This design comes from an exercise in tuning for small area, a short achievable clock period and few clock cycles per item on the open sky130 flow, not from production work.
At most, simulation tests tie the RTL to the original design; equivalence was not proved.
No activity file was given, so power comes from the tool's default toggle rates.

## run X
Design frame_index_extrapolation_mapper, start of the top module:
module frame_index_extrapolation_mapper #(
    parameter int MAX_FRAMES = 65536
) (
    input  logic                                   aclk,
    input  logic                                   aresetn,
    input  logic                                   s_valid,
    output logic                                   s_ready,
    input  logic signed [fiem_pkg::FRAME_W-1:0]    s_frame_number,
    output logic                                   m_valid,
    input  logic                                   m_ready,
    output logic        [fiem_pkg::IDX_W-1:0]      m_stored_index,
    output logic                                   m_is_empty,
    input  logic                                   psel,
    input  logic                                   penable,
    input  logic                                   pwrite,
    input  logic        [fiem_pkg::ADDR_W-1:0]     paddr,
    input  logic        [fiem_pkg::DATA_W-1:0]     pwdata,
    output logic        [fiem_pkg::DATA_W-1:0]     prdata,
    output logic                                   pready
);
    logic [31:0] offset_reg;
    logic [16:0] count_reg;
    logic [1:0]  before_reg;
    logic [1:0]  after_reg;
    logic        cfg_write;
    logic [1:0]  reg_sel;
    assign pready    = 1'b1;
    assign cfg_write = psel && penable && pwrite;
    assign reg_sel   = paddr[3:2];
    always_ff @(posedge aclk) begin
        if (!aresetn) begin
            offset_reg <= '0;
            count_reg  <= '0;
            before_reg <= '0;
            after_reg  <= '0;
        end else if (cfg_write) begin
            case (reg_sel)
                2'd0:    offset_reg <= pwdata;
                2'd1:    count_reg  <= pwdata[16:0];
                2'd2:    before_reg <= pwdata[1:0];
                default: after_reg  <= pwdata[1:0];
            endcase
        end
    end
    always_comb begin
        case (reg_sel)
            2'd0:    prdata = offset_reg;
  ...
Size: roughly 2,300 cells after synthesis, ~130 I/O pins, roughly 0.021 mm^2 of cells after synthesis.
==> flow/config.mk <==
export PLATFORM = sky130hd
export DESIGN_NAME = frame_index_extrapolation_mapper
export DESIGN_NICKNAME = frame_index_extrapolation_mapper
export VERILOG_FILES = /design/flow/design.v
export SDC_FILE = /design/flow/constraint.sdc
export NUM_CORES = 4
export LEC_CHECK = 0
export CAP_MARGIN = 20
export CORE_MARGIN = 2
export CORE_UTILIZATION = 65
export SETUP_SLACK_MARGIN = 1.9
export SLEW_MARGIN = 20

export BUFFER_PORTS_ARGS = -buffer_cell sky130_fd_sc_hd__buf_2
==> flow/constraint.sdc <==
create_clock -name core_clock -period 5.5 [get_ports {aclk}]
set_input_delay 1.1000 -clock core_clock [delete_from_list [all_inputs] [get_ports {aclk}]]
set_output_delay 1.1000 -clock core_clock [all_outputs]
set_load 0.01 [all_outputs]
standard.sh (not shown) runs the stock make flow with config.mk's settings and CLKGATE_MAP_FILE= SYNTH_SCRIPT=/design/flow/synth_recipe.tcl, a recipe that flattens the netlist after the stock synthesis.
==> flow/flow/run.sh <==
#!/bin/bash
# Layout flow: the standard flow, with the port buffers made from buf_2 cells instead of the
# cell buffer_ports picks by itself (a delay cell on this platform). Every port still gets a
# buffer. Each tool's full output goes to flow_standard.log in the work folder.
set -euo pipefail
printf '\nexport BUFFER_PORTS_ARGS = -buffer_cell sky130_fd_sc_hd__buf_2\n' >> config.mk
bash standard.sh > flow_standard.log 2>&1
Run X ran to completion and came out clean on the timing, design-rule and antenna checks.
Testbench counts of run X, summed over its fixed seeds: cycles 30,727, items 12,000.
> inputs changed (run X -> run H)
diff --git a/flow/design.v b/flow/design.v
--- a/flow/design.v
+++ b/flow/design.v
@@ -59,24 +59,25 @@
             case (reg_sel)
                 2'd0:    offset_reg <= pwdata;
                 2'd1:    count_reg  <= pwdata[16:0];
                 2'd2:    before_reg <= pwdata[1:0];
                 default: after_reg  <= pwdata[1:0];
             endcase
         end
     end
-    always_comb begin
-        case (reg_sel)
-            2'd0:    prdata = offset_reg;
-            2'd1:    prdata = {15'd0, count_reg};
-            2'd2:    prdata = {30'd0, before_reg};
-            default: prdata = {30'd0, after_reg};
-        endcase
-    end
+    logic [3:0] rsel;
+    assign rsel[0] = (reg_sel == 2'd0);
+    assign rsel[1] = (reg_sel == 2'd1);
+    assign rsel[2] = (reg_sel == 2'd2);
+    assign rsel[3] = (reg_sel == 2'd3);
+    assign prdata  = ({32{rsel[0]}} & offset_reg)
+                   | ({32{rsel[1]}} & {15'd0, count_reg})
+                   | ({32{rsel[2]}} & {30'd0, before_reg})
+                   | ({32{rsel[3]}} & {30'd0, after_reg});
     logic [16:0] cnt_c;
     logic [16:0] nd1_c;
     logic        cnt1_c;
     logic [16:0] nd1;           
     logic [4:0]  nlen0m, nlen1m;  
     logic        cnt0;
     logic        pp_b, pp_a, none_b, none_a, hold_b, hold_a;
     assign cnt_c  = count_reg[16] ? 17'h10000 : count_reg;
@@ -111,18 +112,18 @@
         pp_b   <= (before_reg == 2'd2) && !cnt1_c;
         pp_a   <= (after_reg  == 2'd2) && !cnt1_c;
         none_b <= (before_reg == 2'd0);
         none_a <= (after_reg  == 2'd0);
         hold_b <= (before_reg == 2'd3);
         hold_a <= (after_reg  == 2'd3);
     end
     logic adv;
-    logic skv;
-    assign adv = !skv;
+    logic mv;
+    assign adv = !mv || m_ready;
     logic        busy, last;
     logic        unit_take;    
     logic        p_take;       
     logic        q_take;       
     logic        v_p, v_q;
     assign unit_take = adv && (!busy || last);
     assign q_take    = unit_take;
     assign p_take    = adv && (!v_q || q_take);
@@ -195,17 +196,17 @@
             pp_q    <= pp_p;
             after_q <= after_s;
         end
     end
     logic [17:0] first;
     assign first = 18'(u_q >> {jst, 1'b0});
     logic [15:0] r_u;
     logic [1:0]  pair_u;
-    logic [31:0] u_u;
+    logic [29:0] u_u;           
     logic [3:0]  j_u;
     logic        neg_u, pp_u, after_u;
     logic [17:0] t;
     logic [17:0] a1;    
     logic [16:0] a2;    
     logic [17:0] a3;    
     logic        c1, c2, c3;
     logic [19:0] s1;
@@ -238,17 +239,17 @@
             busy <= 1'b0;
         end else if (adv) begin
             if (!busy || last) busy <= v_q;
         end
         if (adv) begin
             if (!busy || last) begin
                 r_u     <= first[17:2];
                 pair_u  <= first[1:0];
-                u_u     <= u_q;
+                u_u     <= u_q[29:0];
                 j_u     <= jst;
                 last    <= (jst == 4'd0);
                 neg_u   <= neg_q;
                 pp_u    <= pp_q;
                 m3      <= (pp_q ? 18'd3 : 18'd0) - cnt3;
                 after_u <= after_q;
             end else begin
                 r_u    <= r_next;
@@ -286,32 +287,18 @@
     assign z_add1  = {z_cm1, 1'b1} + {~g_z, pp_z ? !neg_z : 1'b1};
     assign z_add   = z_flip ? z_add1 : z_add0;
     assign z_empty = cnt0 || (z_none && (neg_z || after_z));
     always_comb begin
         if (z_empty || (z_hold && neg_z)) z_idx = 16'd0;
         else if (z_hold && after_z)       z_idx = z_cm1;
         else                              z_idx = z_add[16:1];
     end
-    logic        mv;
     logic [16:0] m_data;
-    logic [16:0] sk_data;
-    logic        out_free;
-    logic        pv;
-    assign out_free = !mv || m_ready;
-    assign pv       = v_z && adv;
     always_ff @(posedge aclk) begin
-        if (!aresetn) begin
-            mv  <= 1'b0;
-            skv <= 1'b0;
-        end else if (out_free) begin
-            mv  <= skv || pv;
-            skv <= 1'b0;
-        end else begin
-            skv <= skv || pv;
-        end
-        if (out_free) m_data <= skv ? sk_data : {z_idx, z_empty};
-        if (!skv) sk_data <= {z_idx, z_empty};
+        if (!aresetn)  mv <= 1'b0;
+        else if (adv)  mv <= v_z;
+        if (adv) m_data <= {z_idx, z_empty};
     end
     assign m_valid        = mv;
     assign m_stored_index = m_data[16:1];
     assign m_is_empty     = m_data[0];
 endmodule
--- outcome ---
Run H closes out successfully: all stages finished, all timing, DRC and antenna checks passed.
[compare] base=run X new=run H: cell depth of the worst flop-to-flop path higher, signed area change from the synthesized netlist to the final layout rose by 1.6 points, worst max-slew margin expressed relative to the limit went down, combined buffer and inverter count along the critical path climbed 1, overall power after layout shows a reduction of 210 uW.
Summary of run H over run X: cell area shows a reduction of 690 um^2, portion of netlist area occupied by mux cells essentially unchanged.
In run H, final cell count is lower than in run X.
Summary of run H over run X: wire length decreased by 3400 um relative to the old numbers, routed length on met3 decreased by 580 um relative to the old numbers.
[compare] base=run X new=run H: routability congestion estimate from global placement decreased 0.054, power dissipated in combinational cells shows a reduction of about 2%, cell count after synthesis moved down.
Sort run H and run X by post-route clock period utilization desc -> top: run H
Only the layout flow was run in run H; the RTL was not checked for function there.

separate check: timing with driven ports:
How much do the figures lean on ideal ports? The routed layouts below were timed once more, with nothing changed but the port constraints. Step 1 sets driving cells, clkbuf_16 on the clock port and buf_2 on the other inputs (assumed; they add their load-dependent delay and slew). Step 2, shift: input delay + t, output delay - t, t = (earliest + latest rising clock arrival at the registers) / 2. This alone moves slack from input paths to output paths. a / b / c = ideal ports / drivers / drivers and shift; a / b = the first two.
run	t (ns)	slack for setup (ns)	worst setup path at the end	clock arrival spread, ns	cell pins on the clock port's net
run X	0.574	1.977 / 1.955 / 1.570	input to register	0.025 / 0.025	1
run H	0.557	1.891 / 1.891 / 1.508	input to register	0.023 / 0.024	1
After both steps every run listed still meets setup and hold. For run X, which loses most, drivers alone change the setup slack by -0.022 ns; drivers and shift together by -0.407 ns.
